This design comes from an exercise in tuning for small area on the open sky130 flow, not from production work. The RTL was checked by simulation tests, not by an equivalence proof against the original design. Power and IR drop assume default switching activity.

===== flow/run.sh =====
#!/bin/bash
# synth_recipe.tcl (not shown) runs the flow's synth.tcl, then flattens the netlist and writes it again
# the make line also repeats each setting of config.mk as NAME=value (left out here)
make -C /OpenROAD-flow-scripts/flow DESIGN_CONFIG=/design/flow/config.mk WORK_HOME=/design/flow/orfs CLKGATE_MAP_FILE= SYNTH_SCRIPT=/design/flow/synth_recipe.tcl finish

===== flow/config.mk =====
export PLATFORM = sky130hd
export DESIGN_NAME = rv32i_core
export DESIGN_NICKNAME = rv32i_core
export VERILOG_FILES = /design/flow/design.v
export SDC_FILE = /design/flow/constraint.sdc
export NUM_CORES = 4
export LEC_CHECK = 0
export CAP_MARGIN = 20
export CORE_MARGIN = 2
export CORE_UTILIZATION = 30
export SLEW_MARGIN = 20

===== flow/constraint.sdc =====
create_clock -name core_clock -period 10.0 [get_ports {clk}]
set_input_delay 2.0000 -clock core_clock [delete_from_list [all_inputs] [get_ports {clk}]]
set_output_delay 2.0000 -clock core_clock [all_outputs]
set_load 0.01 [all_outputs]

===== flow/design.v =====
`default_nettype none
package rv32i_pkg;
    localparam int xlen = 32;
    typedef logic [xlen-1:0] rv32i_word;
    typedef logic [4:0]      rv32i_reg;
    localparam rv32i_word reset_pc  = 32'h0000_0000;
    localparam rv32i_word nop_instr = 32'h0000_0013;
    typedef enum logic [6:0] {
        op_lui   = 7'b0110111,
        op_auipc = 7'b0010111,
        op_jal   = 7'b1101111,
        op_jalr  = 7'b1100111,
        op_br    = 7'b1100011,
        op_imm   = 7'b0010011,
        op_reg   = 7'b0110011
    } rv32i_opcode_t;
    typedef enum logic [3:0] {
        alu_add,
        alu_sub,
        alu_sll,
        alu_slt,
        alu_sltu,
        alu_xor,
        alu_srl,
        alu_sra,
        alu_or,
        alu_and,
        alu_pass_b
    } alu_ops_t;
    typedef enum logic [2:0] {
        beq  = 3'b000,
        bne  = 3'b001,
        blt  = 3'b100,
        bge  = 3'b101,
        bltu = 3'b110,
        bgeu = 3'b111
    } cmp_ops_t;
    typedef enum logic {
        rs1_out = 1'b0,
        pc_out  = 1'b1
    } alumux1_sel_t;
    typedef enum logic [2:0] {
        i_imm   = 3'd0,
        u_imm   = 3'd1,
        b_imm   = 3'd2,
        j_imm   = 3'd3,
        rs2_out = 3'd4
    } alumux2_sel_t;
endpackage
`default_nettype wire
`timescale 1ns/1ps
`default_nettype none
module fetch_unit
(
    input  logic                clk,
    input  logic                rst,
    input  logic                stall,
    input  logic                br_taken,
    input  rv32i_pkg::rv32i_word br_target,
    output rv32i_pkg::rv32i_word pc
);
    always_ff @(posedge clk)
    begin
        if (rst)
        begin
            pc <= rv32i_pkg::reset_pc;
        end
        else if (br_taken)
        begin
            pc <= br_target;
        end
        else if (!stall)
        begin
            pc <= pc + 32'd4;
        end
    end
endmodule
`default_nettype wire
`timescale 1ns/1ps
`default_nettype none
module regfile
(
    input  logic                 clk,
    input  logic                 rst,
    input  logic                 load,
    input  rv32i_pkg::rv32i_word in,
    input  rv32i_pkg::rv32i_reg  src_a,
    input  rv32i_pkg::rv32i_reg  src_b,
    input  rv32i_pkg::rv32i_reg  dest,
    output rv32i_pkg::rv32i_word reg_a,
    output rv32i_pkg::rv32i_word reg_b
);
    rv32i_pkg::rv32i_word data [1:31];
    always_ff @(posedge clk)
    begin
        if (rst)
        begin
            for (int i = 1; i < 32; i++)
            begin
                data[i] <= '0;
            end
        end
        else if (load && dest != 5'd0)
        begin
            data[dest] <= in;
        end
    end
    always_comb
    begin
        if (src_a == 5'd0)
            reg_a = '0;
        else if (load && dest == src_a)
            reg_a = in;
        else
            reg_a = data[src_a];
        if (src_b == 5'd0)
            reg_b = '0;
        else if (load && dest == src_b)
            reg_b = in;
        else
            reg_b = data[src_b];
    end
endmodule
`default_nettype wire
`timescale 1ns/1ps
`default_nettype none
module control_rom
(
    input  rv32i_pkg::rv32i_word     instr,
    output rv32i_pkg::alu_ops_t      alu_op,
    output rv32i_pkg::cmp_ops_t      cmp_op,
    output rv32i_pkg::alumux1_sel_t  alumux1_sel,
    output rv32i_pkg::alumux2_sel_t  alumux2_sel,
    output logic                     is_branch,
    output logic                     is_jump,
    output logic                     is_jalr,
    output logic                     wen,
    output logic                     valid,
    output logic                     uses_rs1,
    output logic                     uses_rs2
);
    logic [2:0] funct3;
    logic [6:0] funct7;
    logic       alt;
    logic       f7_ok;
    rv32i_pkg::alu_ops_t arith_op;
    assign funct3 = instr[14:12];
    assign funct7 = instr[31:25];
    assign alt    = funct7 == 7'b0100000;
    always_comb
    begin
        f7_ok = funct7 == 7'b0000000;
        case (funct3)
            3'b000: arith_op = rv32i_pkg::alu_add;
            3'b001: arith_op = rv32i_pkg::alu_sll;
            3'b010: arith_op = rv32i_pkg::alu_slt;
            3'b011: arith_op = rv32i_pkg::alu_sltu;
            3'b100: arith_op = rv32i_pkg::alu_xor;
            3'b101: arith_op = alt ? rv32i_pkg::alu_sra : rv32i_pkg::alu_srl;
            3'b110: arith_op = rv32i_pkg::alu_or;
            default: arith_op = rv32i_pkg::alu_and;
        endcase
        if (funct3 == 3'b101 || funct3 == 3'b000)
            f7_ok = f7_ok || alt;
    end
    always_comb
    begin
        alu_op      = rv32i_pkg::alu_add;
        cmp_op      = rv32i_pkg::cmp_ops_t'(funct3);
        alumux1_sel = rv32i_pkg::rs1_out;
        alumux2_sel = rv32i_pkg::i_imm;
        is_branch   = 1'b0;
        is_jump     = 1'b0;
        is_jalr     = 1'b0;
        wen         = 1'b0;
        valid       = 1'b0;
        uses_rs1    = 1'b0;
        uses_rs2    = 1'b0;
        case (instr[6:0])
            rv32i_pkg::op_lui:
            begin
                alu_op      = rv32i_pkg::alu_pass_b;
                alumux2_sel = rv32i_pkg::u_imm;
                wen         = 1'b1;
                valid       = 1'b1;
            end
            rv32i_pkg::op_auipc:
            begin
                alumux1_sel = rv32i_pkg::pc_out;
                alumux2_sel = rv32i_pkg::u_imm;
                wen         = 1'b1;
                valid       = 1'b1;
            end
            rv32i_pkg::op_jal:
            begin
                alumux1_sel = rv32i_pkg::pc_out;
                alumux2_sel = rv32i_pkg::j_imm;
                is_jump     = 1'b1;
                wen         = 1'b1;
                valid       = 1'b1;
            end
            rv32i_pkg::op_jalr:
            begin
                is_jump  = funct3 == 3'b000;
                is_jalr  = funct3 == 3'b000;
                wen      = funct3 == 3'b000;
                valid    = funct3 == 3'b000;
                uses_rs1 = funct3 == 3'b000;
            end
            rv32i_pkg::op_br:
            begin
                valid     = funct3[2:1] != 2'b01;
                is_branch = valid;
                uses_rs1  = valid;
                uses_rs2  = valid;
            end
            rv32i_pkg::op_imm:
            begin
                alu_op   = arith_op;
                valid    = (funct3[1:0] != 2'b01) || f7_ok;
                wen      = valid;
                uses_rs1 = valid;
            end
            rv32i_pkg::op_reg:
            begin
                alu_op      = (funct3 == 3'b000 && alt) ? rv32i_pkg::alu_sub : arith_op;
                alumux2_sel = rv32i_pkg::rs2_out;
                valid       = f7_ok;
                wen         = valid;
                uses_rs1    = valid;
                uses_rs2    = valid;
            end
            default:
            begin
                valid = 1'b0;
            end
        endcase
    end
endmodule
`default_nettype wire
`timescale 1ns/1ps
`default_nettype none
module hazard_unit
(
    input  rv32i_pkg::rv32i_reg src_a,
    input  rv32i_pkg::rv32i_reg src_b,
    input  logic                uses_rs1,
    input  logic                uses_rs2,
    input  rv32i_pkg::rv32i_reg ex_rd,
    input  logic                ex_wen,
    input  logic                ex_valid,
    output logic                bubble
);
    logic ex_writes;
    logic hit_a;
    logic hit_b;
    assign ex_writes = ex_valid && ex_wen;
    assign hit_a = uses_rs1 && src_a != 5'd0 && src_a == ex_rd;
    assign hit_b = uses_rs2 && src_b != 5'd0 && src_b == ex_rd;
    assign bubble = ex_writes && (hit_a || hit_b);
endmodule
`default_nettype wire
`timescale 1ns/1ps
`default_nettype none
module instruction_decode
(
    input  logic                     clk,
    input  logic                     rst,
    input  logic                     br_taken,
    input  rv32i_pkg::rv32i_word     pc,
    input  rv32i_pkg::rv32i_word     instr,
    input  rv32i_pkg::rv32i_word     wb_value,
    input  rv32i_pkg::rv32i_reg      wb_rd,
    input  logic                     wb_wen,
    output logic                     stall,
    output logic                     ex_valid,
    output rv32i_pkg::rv32i_word     ex_pc,
    output rv32i_pkg::rv32i_word     ex_alu_a,
    output rv32i_pkg::rv32i_word     ex_alu_b,
    output rv32i_pkg::rv32i_word     ex_rs1,
    output rv32i_pkg::rv32i_word     ex_rs2,
    output rv32i_pkg::alu_ops_t      ex_alu_op,
    output rv32i_pkg::cmp_ops_t      ex_cmp_op,
    output logic                     ex_is_branch,
    output logic                     ex_is_jump,
    output logic                     ex_is_jalr,
    output rv32i_pkg::rv32i_reg      ex_rd,
    output logic                     ex_wen,
    output rv32i_pkg::rv32i_word     ex_imm
);
    rv32i_pkg::rv32i_word dec_instr;
    rv32i_pkg::rv32i_word i_imm;
    rv32i_pkg::rv32i_word u_imm;
    rv32i_pkg::rv32i_word b_imm;
    rv32i_pkg::rv32i_word j_imm;
    rv32i_pkg::rv32i_word reg_a;
    rv32i_pkg::rv32i_word reg_b;
    rv32i_pkg::rv32i_word alu_a;
    rv32i_pkg::rv32i_word alu_b;
    rv32i_pkg::alu_ops_t     alu_op;
    rv32i_pkg::cmp_ops_t     cmp_op;
    rv32i_pkg::alumux1_sel_t alumux1_sel;
    rv32i_pkg::alumux2_sel_t alumux2_sel;
    logic is_branch, is_jump, is_jalr, wen, valid, uses_rs1, uses_rs2;
    assign dec_instr = br_taken ? rv32i_pkg::nop_instr : instr;
    assign i_imm = {{21{dec_instr[31]}}, dec_instr[30:20]};
    assign u_imm = {dec_instr[31:12], 12'h000};
    assign b_imm = {{20{dec_instr[31]}}, dec_instr[7], dec_instr[30:25],
                    dec_instr[11:8], 1'b0};
    assign j_imm = {{12{dec_instr[31]}}, dec_instr[19:12], dec_instr[20],
                    dec_instr[30:21], 1'b0};
    regfile regfile
    (
        .clk   (clk),
        .rst   (rst),
        .load  (wb_wen),
        .in    (wb_value),
        .src_a (dec_instr[19:15]),
        .src_b (dec_instr[24:20]),
        .dest  (wb_rd),
        .reg_a (reg_a),
        .reg_b (reg_b)
    );
    control_rom control_rom
    (
        .instr       (dec_instr),
        .alu_op      (alu_op),
        .cmp_op      (cmp_op),
        .alumux1_sel (alumux1_sel),
        .alumux2_sel (alumux2_sel),
        .is_branch   (is_branch),
        .is_jump     (is_jump),
        .is_jalr     (is_jalr),
        .wen         (wen),
        .valid       (valid),
        .uses_rs1    (uses_rs1),
        .uses_rs2    (uses_rs2)
    );
    hazard_unit hazard_unit
    (
        .src_a    (dec_instr[19:15]),
        .src_b    (dec_instr[24:20]),
        .uses_rs1 (uses_rs1),
        .uses_rs2 (uses_rs2),
        .ex_rd    (ex_rd),
        .ex_wen   (ex_wen),
        .ex_valid (ex_valid),
        .bubble   (stall)
    );
    always_comb
    begin
        alu_a = (alumux1_sel == rv32i_pkg::pc_out) ? pc : reg_a;
        case (alumux2_sel)
            rv32i_pkg::i_imm: alu_b = i_imm;
            rv32i_pkg::u_imm: alu_b = u_imm;
            rv32i_pkg::b_imm: alu_b = b_imm;
            rv32i_pkg::j_imm: alu_b = j_imm;
            default:          alu_b = reg_b;
        endcase
    end
    always_ff @(posedge clk)
    begin
        if (rst || br_taken || stall)
        begin
            ex_valid     <= 1'b0;
            ex_wen       <= 1'b0;
            ex_is_branch <= 1'b0;
            ex_is_jump   <= 1'b0;
            ex_is_jalr   <= 1'b0;
        end
        else
        begin
            ex_valid     <= valid;
            ex_wen       <= wen;
            ex_is_branch <= is_branch;
            ex_is_jump   <= is_jump;
            ex_is_jalr   <= is_jalr;
            ex_pc        <= pc;
            ex_alu_a     <= alu_a;
            ex_alu_b     <= alu_b;
            ex_rs1       <= reg_a;
            ex_rs2       <= reg_b;
            ex_alu_op    <= alu_op;
            ex_cmp_op    <= cmp_op;
            ex_rd        <= dec_instr[11:7];
            ex_imm       <= b_imm;
        end
    end
endmodule
`default_nettype wire
`timescale 1ns/1ps
`default_nettype none
module execute_stage
(
    input  logic                 clk,
    input  logic                 rst,
    input  logic                 ex_valid,
    input  rv32i_pkg::rv32i_word ex_pc,
    input  rv32i_pkg::rv32i_word ex_alu_a,
    input  rv32i_pkg::rv32i_word ex_alu_b,
    input  rv32i_pkg::rv32i_word ex_rs1,
    input  rv32i_pkg::rv32i_word ex_rs2,
    input  rv32i_pkg::alu_ops_t  ex_alu_op,
    input  rv32i_pkg::cmp_ops_t  ex_cmp_op,
    input  logic                 ex_is_branch,
    input  logic                 ex_is_jump,
    input  logic                 ex_is_jalr,
    input  rv32i_pkg::rv32i_reg  ex_rd,
    input  logic                 ex_wen,
    input  rv32i_pkg::rv32i_word ex_imm,
    output logic                 br_taken,
    output rv32i_pkg::rv32i_word br_target,
    output logic                 wb_wen,
    output rv32i_pkg::rv32i_reg  wb_rd,
    output rv32i_pkg::rv32i_word wb_value,
    output logic                 retire_valid,
    output rv32i_pkg::rv32i_word retire_pc,
    output rv32i_pkg::rv32i_reg  retire_rd,
    output rv32i_pkg::rv32i_word retire_value
);
    rv32i_pkg::rv32i_word alu_out;
    rv32i_pkg::rv32i_word result;
    logic                 cmp_true;
    always_comb
    begin
        case (ex_alu_op)
            rv32i_pkg::alu_sub:    alu_out = ex_alu_a - ex_alu_b;
            rv32i_pkg::alu_sll:    alu_out = ex_alu_a << ex_alu_b[4:0];
            rv32i_pkg::alu_slt:    alu_out = {31'd0, $signed(ex_alu_a) < $signed(ex_alu_b)};
            rv32i_pkg::alu_sltu:   alu_out = {31'd0, ex_alu_a < ex_alu_b};
            rv32i_pkg::alu_xor:    alu_out = ex_alu_a ^ ex_alu_b;
            rv32i_pkg::alu_srl:    alu_out = ex_alu_a >> ex_alu_b[4:0];
            rv32i_pkg::alu_sra:    alu_out = $signed(ex_alu_a) >>> ex_alu_b[4:0];
            rv32i_pkg::alu_or:     alu_out = ex_alu_a | ex_alu_b;
            rv32i_pkg::alu_and:    alu_out = ex_alu_a & ex_alu_b;
            rv32i_pkg::alu_pass_b: alu_out = ex_alu_b;
            default:               alu_out = ex_alu_a + ex_alu_b;
        endcase
        case (ex_cmp_op)
            rv32i_pkg::beq:  cmp_true = ex_rs1 == ex_rs2;
            rv32i_pkg::bne:  cmp_true = ex_rs1 != ex_rs2;
            rv32i_pkg::blt:  cmp_true = $signed(ex_rs1) < $signed(ex_rs2);
            rv32i_pkg::bge:  cmp_true = $signed(ex_rs1) >= $signed(ex_rs2);
            rv32i_pkg::bltu: cmp_true = ex_rs1 < ex_rs2;
            default:         cmp_true = ex_rs1 >= ex_rs2;
        endcase
    end
    assign br_taken  = ex_valid && (ex_is_jump || (ex_is_branch && cmp_true));
    assign br_target = !ex_is_jump ? ex_pc + ex_imm
                     : ex_is_jalr ? {alu_out[31:1], 1'b0} : alu_out;
    assign result    = ex_is_jump ? ex_pc + 32'd4 : alu_out;
    always_ff @(posedge clk)
    begin
        if (rst)
        begin
            retire_valid <= 1'b0;
            wb_wen       <= 1'b0;
        end
        else
        begin
            retire_valid <= ex_valid;
            wb_wen       <= ex_valid && ex_wen;
        end
        retire_pc    <= ex_pc;
        retire_rd    <= ex_is_branch ? 5'd0 : ex_rd;
        retire_value <= ex_is_branch ? '0 : result;
    end
    assign wb_rd    = retire_rd;
    assign wb_value = retire_value;
endmodule
`default_nettype wire
`timescale 1ns/1ps
`default_nettype none
module rv32i_core
(
    input  logic                 clk,
    input  logic                 rst,
    output rv32i_pkg::rv32i_word fetch_pc,
    input  rv32i_pkg::rv32i_word fetch_instr,
    output logic                 retire_valid,
    output rv32i_pkg::rv32i_word retire_pc,
    output rv32i_pkg::rv32i_reg  retire_rd,
    output rv32i_pkg::rv32i_word retire_value
);
    logic                 stall;
    logic                 br_taken;
    rv32i_pkg::rv32i_word br_target;
    logic                 wb_wen;
    rv32i_pkg::rv32i_reg  wb_rd;
    rv32i_pkg::rv32i_word wb_value;
    logic                 ex_valid, ex_is_branch, ex_is_jump, ex_is_jalr, ex_wen;
    rv32i_pkg::rv32i_word ex_pc, ex_alu_a, ex_alu_b, ex_rs1, ex_rs2, ex_imm;
    rv32i_pkg::alu_ops_t  ex_alu_op;
    rv32i_pkg::cmp_ops_t  ex_cmp_op;
    rv32i_pkg::rv32i_reg  ex_rd;
    fetch_unit fetch_unit
    (
        .clk       (clk),
        .rst       (rst),
        .stall     (stall),
        .br_taken  (br_taken),
        .br_target (br_target),
        .pc        (fetch_pc)
    );
    instruction_decode instruction_decode
    (
        .clk (clk), .rst (rst), .br_taken (br_taken),
        .pc (fetch_pc), .instr (fetch_instr),
        .wb_value (wb_value), .wb_rd (wb_rd), .wb_wen (wb_wen),
        .stall (stall),
        .ex_valid (ex_valid), .ex_pc (ex_pc),
        .ex_alu_a (ex_alu_a), .ex_alu_b (ex_alu_b),
        .ex_rs1 (ex_rs1), .ex_rs2 (ex_rs2),
        .ex_alu_op (ex_alu_op), .ex_cmp_op (ex_cmp_op),
        .ex_is_branch (ex_is_branch), .ex_is_jump (ex_is_jump),
        .ex_is_jalr (ex_is_jalr),
        .ex_rd (ex_rd), .ex_wen (ex_wen), .ex_imm (ex_imm)
    );
    execute_stage execute_stage
    (
        .clk (clk), .rst (rst),
        .ex_valid (ex_valid), .ex_pc (ex_pc),
        .ex_alu_a (ex_alu_a), .ex_alu_b (ex_alu_b),
        .ex_rs1 (ex_rs1), .ex_rs2 (ex_rs2),
        .ex_alu_op (ex_alu_op), .ex_cmp_op (ex_cmp_op),
        .ex_is_branch (ex_is_branch), .ex_is_jump (ex_is_jump),
        .ex_is_jalr (ex_is_jalr),
        .ex_rd (ex_rd), .ex_wen (ex_wen), .ex_imm (ex_imm),
        .br_taken (br_taken), .br_target (br_target),
        .wb_wen (wb_wen), .wb_rd (wb_rd), .wb_value (wb_value),
        .retire_valid (retire_valid), .retire_pc (retire_pc),
        .retire_rd (retire_rd), .retire_value (retire_value)
    );
endmodule
`default_nettype wire

==> metrics.cfg <==
[synthesis]
yosys_warnings = 5
synthTopCellsByArea = edfxtp_1, and2_1, mux4_2
ys_seq_elements = 1311
syn-instance-count = 7769
yosys.area.top_type = edfxtp_1
avgSynthCellArea_um2 = 10.4
yosysUniqueCellTypes = 103
ys.flop_type = edfxtp_1
synthesis.area_um2 = 80700
yosysSeqAreaShare_pct = 47.5
yosys.area.top_type_share_pct = 44.8
synth_edf_count = 1203
async_flop_share_pct = 0

[floorplanning]
die_x_um = 523
start_util_pct = 30.1
die_h_um = 523
pin_count = 136
die_area_um2 = 273000
rows = 190
core_um2 = 268000

[global_route]
grt_pass1_wl_um = 509000
grt_max_degree = 140
antenna_found_initial = 34
overflow = 0
grt_pass1_vias = 65662
grt_util_all_layers_pct = 25.9

[timing]
setup_viol = 0
rsz0062_at_grt = false
setup_ws_ps = 2910
tightestPinTransition_ps = 1220
slew_headroom_pct = 17.9
post-route-period-util_pct = 70.9
fmax_ghz = 0.141
hold_violations = 0
fin_tns_setup_ps = 0
fin_worst_skew_ps = 65.9
period_needed_ps = 7090
maxSlewViolCount = 0

[worst_setup_path]
slowest_stage = o221ai_4
worstPathArrival_ps = 7530
endpoint = instruction_decode.ex_alu_b[8]
rr_startpoint = instruction_decode.ex_rs1[31]
required_ps = 10440
worst-path-max-fanout = 139
criticalPathCategory = register to register
worstSetupEndpointType = register
worst_path_largest_cell_delay_ps = 850
worst-r2r-cell-count = 15
ff2ff_setup_slack_ps = 2910
start_kind = register
rr_endpoint = instruction_decode.ex_alu_b[8]
path_cells = ha_1 > nand4_2 > nor4_4 > a21oi_1 > o31ai_4 > nor4b_1 > or4b_4 > o221ai_4 > nand3_1 > a32o_1 > buf_4 > nor2_2 > nand2_1 > clkinv_4 > buf_12
crit_start = instruction_decode.ex_rs1[31]

[drt]
firstDrtPassIters = 10
drt_iter0_markers = 10477
vias = 69700
avgViaCountPerCell = 6.16
wl_per_cell_um = 32.4
wirelength_um = 367000
drtAntennaViolNets = 0
post-route-drc-count = 0

[clocking]
cts_tree = built
hold_buffers = 0
ctsLongestPathBuffers = 3
post_cts_buffers = 0
worstSkewPairLatency_ps = 870
htree_levels = 4
clock-sinks = 1311
ctsResizeCount = 0
clk_pin_slew_ps = 60
root_buffer = clkbuf_16
numCtsBuffers = 155

[placed_design]
gp_congestion = 1.00
dp_hpwl_um = 245000
pre_cts_ws_ps = 2480
dpl_cell_area_um2 = 86200
io_buffers = 135

[layout]
drive_gt1_share_pct = 12.6
final_nets = 7820
fillers = 26628
area_growth_syn_to_layout_pct = 13.3
final_area_um2 = 91400

[power_and_ir_drop]
p_per_area_nw_per_um2 = 165
p_leak_nw = 33.3
vdd_drop_max_uv = 183

[worst_hold_path]
worstHoldPathType = register to register

[outcome]
status = timing/DRC/antenna clean

[flow_run]
cap_viol_max_count = 0

-- layer usage --
layer / GRT usage (%) / up-vias / share of wire, %
li1: - / 28862 / -
met1: 33.2 / 34494 / 38
met2: 38.7 / 5244 / 43
met3: 9.45 / 1074 / 14
met4: 12.1 / 26 / 5.4
met5: 0 / - / 0.047
-- flip-flops by register name (all words and copies together) (netlist names), 3 cells and up --
register and count:
instruction_decode.regfile.data 1024, instruction_decode.ex_rs2 32, execute_stage.retire_value 32, execute_stage.retire_pc 32
execute_stage.retire_rd 5, instruction_decode.ex_pc 32, instruction_decode.ex_alu_a 32, instruction_decode.ex_alu_b 32
instruction_decode.ex_cmp_op 3, instruction_decode.ex_alu_op 4, fetch_unit.pc 32, instruction_decode.ex_rd 4
instruction_decode.ex_rs1 32, instruction_decode.ex_imm 8
-- layout make-up --
| cell class | count | area [um2] | area share [%] |
|---|---|---|---|
| Antenna cell | 13 | 32.5 | 0.0356 |
| Sequential cell | 1311 | 38300 | 41.9 |
| Inverter | 197 | 748 | 0.819 |
| Tap cell | 3552 | 4440 | 4.86 |
| Clock inverter | 85 | 1050 | 1.15 |
| Clock buffer | 194 | 4080 | 4.46 |
| Multi-Input combinational cell | 5584 | 39500 | 43.2 |
| Timing Repair Buffer | 373 | 3250 | 3.56 |
-- metrics by stage --
step                      utilization (%)  cells  hold slack (ps)  power [mW]
after global placement               32.2  11017              431        9.22
final                                34.1  11309              445        15.1
after floorplan                         -   7800              371        7.99
after detailed placement             32.2  11017              418        9.25
after CTS                            34.1  11296              438        15.0
after global routing                 34.1  11298              459        15.5
-- worst min path at each step --
stage	cells after the start	slack [ps]	end	start
floorplan	0	370	execute_stage.retire_pc[0]	instruction_decode.ex_pc[0]
global placement	0	430	execute_stage.retire_pc[1]	instruction_decode.ex_pc[1]
detailed placement	0	420	execute_stage.retire_pc[1]	instruction_decode.ex_pc[1]
CTS	0	440	execute_stage.retire_pc[1]	instruction_decode.ex_pc[1]
global route	0	460	execute_stage.retire_pc[1]	instruction_decode.ex_pc[1]
finish	0	440	execute_stage.retire_pc[17]	instruction_decode.ex_pc[17]
-- logic make-up after synthesis --
| group | count (synthesis) | share of synthesized area, % |
|---|---|---|
| AO/OA/AOI/OAI | 2149 | 17.9 |
| XOR/XNOR | 74 | 0.803 |
| adder cells (fa/ha/maj) | 164 | 2.57 |
| buffers and inverters | 905 | 4.55 |
| flip-flops | 1311 | 47.5 |
| multiplexers | 590 | 10.0 |
| other | 1 | 0.00465 |
| AND/OR/NAND/NOR | 2575 | 16.7 |
-- placed cells by master, fill, tap and decap left out, types with 80 or more instances in the layout --
cell type,n
edfxtp_1,1203
and2_1,1031
nor2_1,513
a21oi_1,498
nand2_1,410
o21ai_0,406
mux2i_1,255
buf_4,229
nand3_1,188
inv_1,184
mux2_2,178
ha_1,161
mux4_2,157
clkbuf_16,155
clkdlybuf4s50_1,127
nor3_1,113
a31oi_1,109
dfxtp_1,106
a211oi_1,98
o22ai_1,95
a21o_1,81
a221oi_1,80
-- Yosys cell counts, types with 42 or more instances --
cell / instances
nor2_1: 555
a211oi_1: 99
a21o_1: 81
mux2_2: 178
nand3_1: 188
o211ai_1: 63
mux4_2: 157
nor3_1: 114
inv_1: 187
o21ai_0: 438
o221ai_1: 76
a21oi_1: 498
ha_1: 161
buf_2: 74
a221o_1: 52
a31oi_1: 109
nand2_1: 415
edfxtp_1: 1203
buf_1: 73
dfxtp_1: 108
o22ai_1: 95
o31ai_1: 42
and2_1: 1032
clkbuf_1: 529
a22oi_1: 67
and3_1: 49
mux2i_1: 255
a221oi_1: 80
-- critical path, delay by kind of cell, from the launching register on --
| family | cells | cell delay (ps) |
|---|---|---|
| AND/OR/NAND/NOR | 7 | 2570 |
| AO/OA/AOI/OAI | 4 | 1740 |
| buffers and inverters | 3 | 1330 |
| adder cells (fa/ha/maj) | 1 | 530 |
| flip-flops | 1 | 370 |
-- where the power goes --
part / switching (mW) / total (mW) / internal (mW)
clock network: 2.54 / 5.85 / 3.31
registers: 0.275 / 6.53 / 6.25
logic: 1.93 / 2.74 / 0.818
total: 4.74 / 15.1 / 10.4

==> static timing again, ports no longer ideal <==
How much do the figures lean on ideal ports? The routed layout below was timed once more, with nothing changed but the port constraints. Step 1 sets driving cells, clkbuf_16 on the clock port and buf_2 on the other inputs (assumed; they add their load-dependent delay and slew). Step 2 also shifts input and output timing later by t, the mid clock arrival at the registers, as if the neighbouring blocks saw the same clock. Three values: ideal ports, drivers, drivers and shift; two values: the first two.
t (ns): 0.935
setup WS [ns]: 2.914 / 2.914 / 2.247
hold WS [ns]: 0.445 / 0.445 / 0.445
clock arrival spread, ns: 0.069 / 0.069
pins driven straight from the clock port: 1
After both steps setup and hold are still met in this run. For this run, drivers alone change the setup slack by 0.000 ns; drivers and shift together by -0.667 ns.
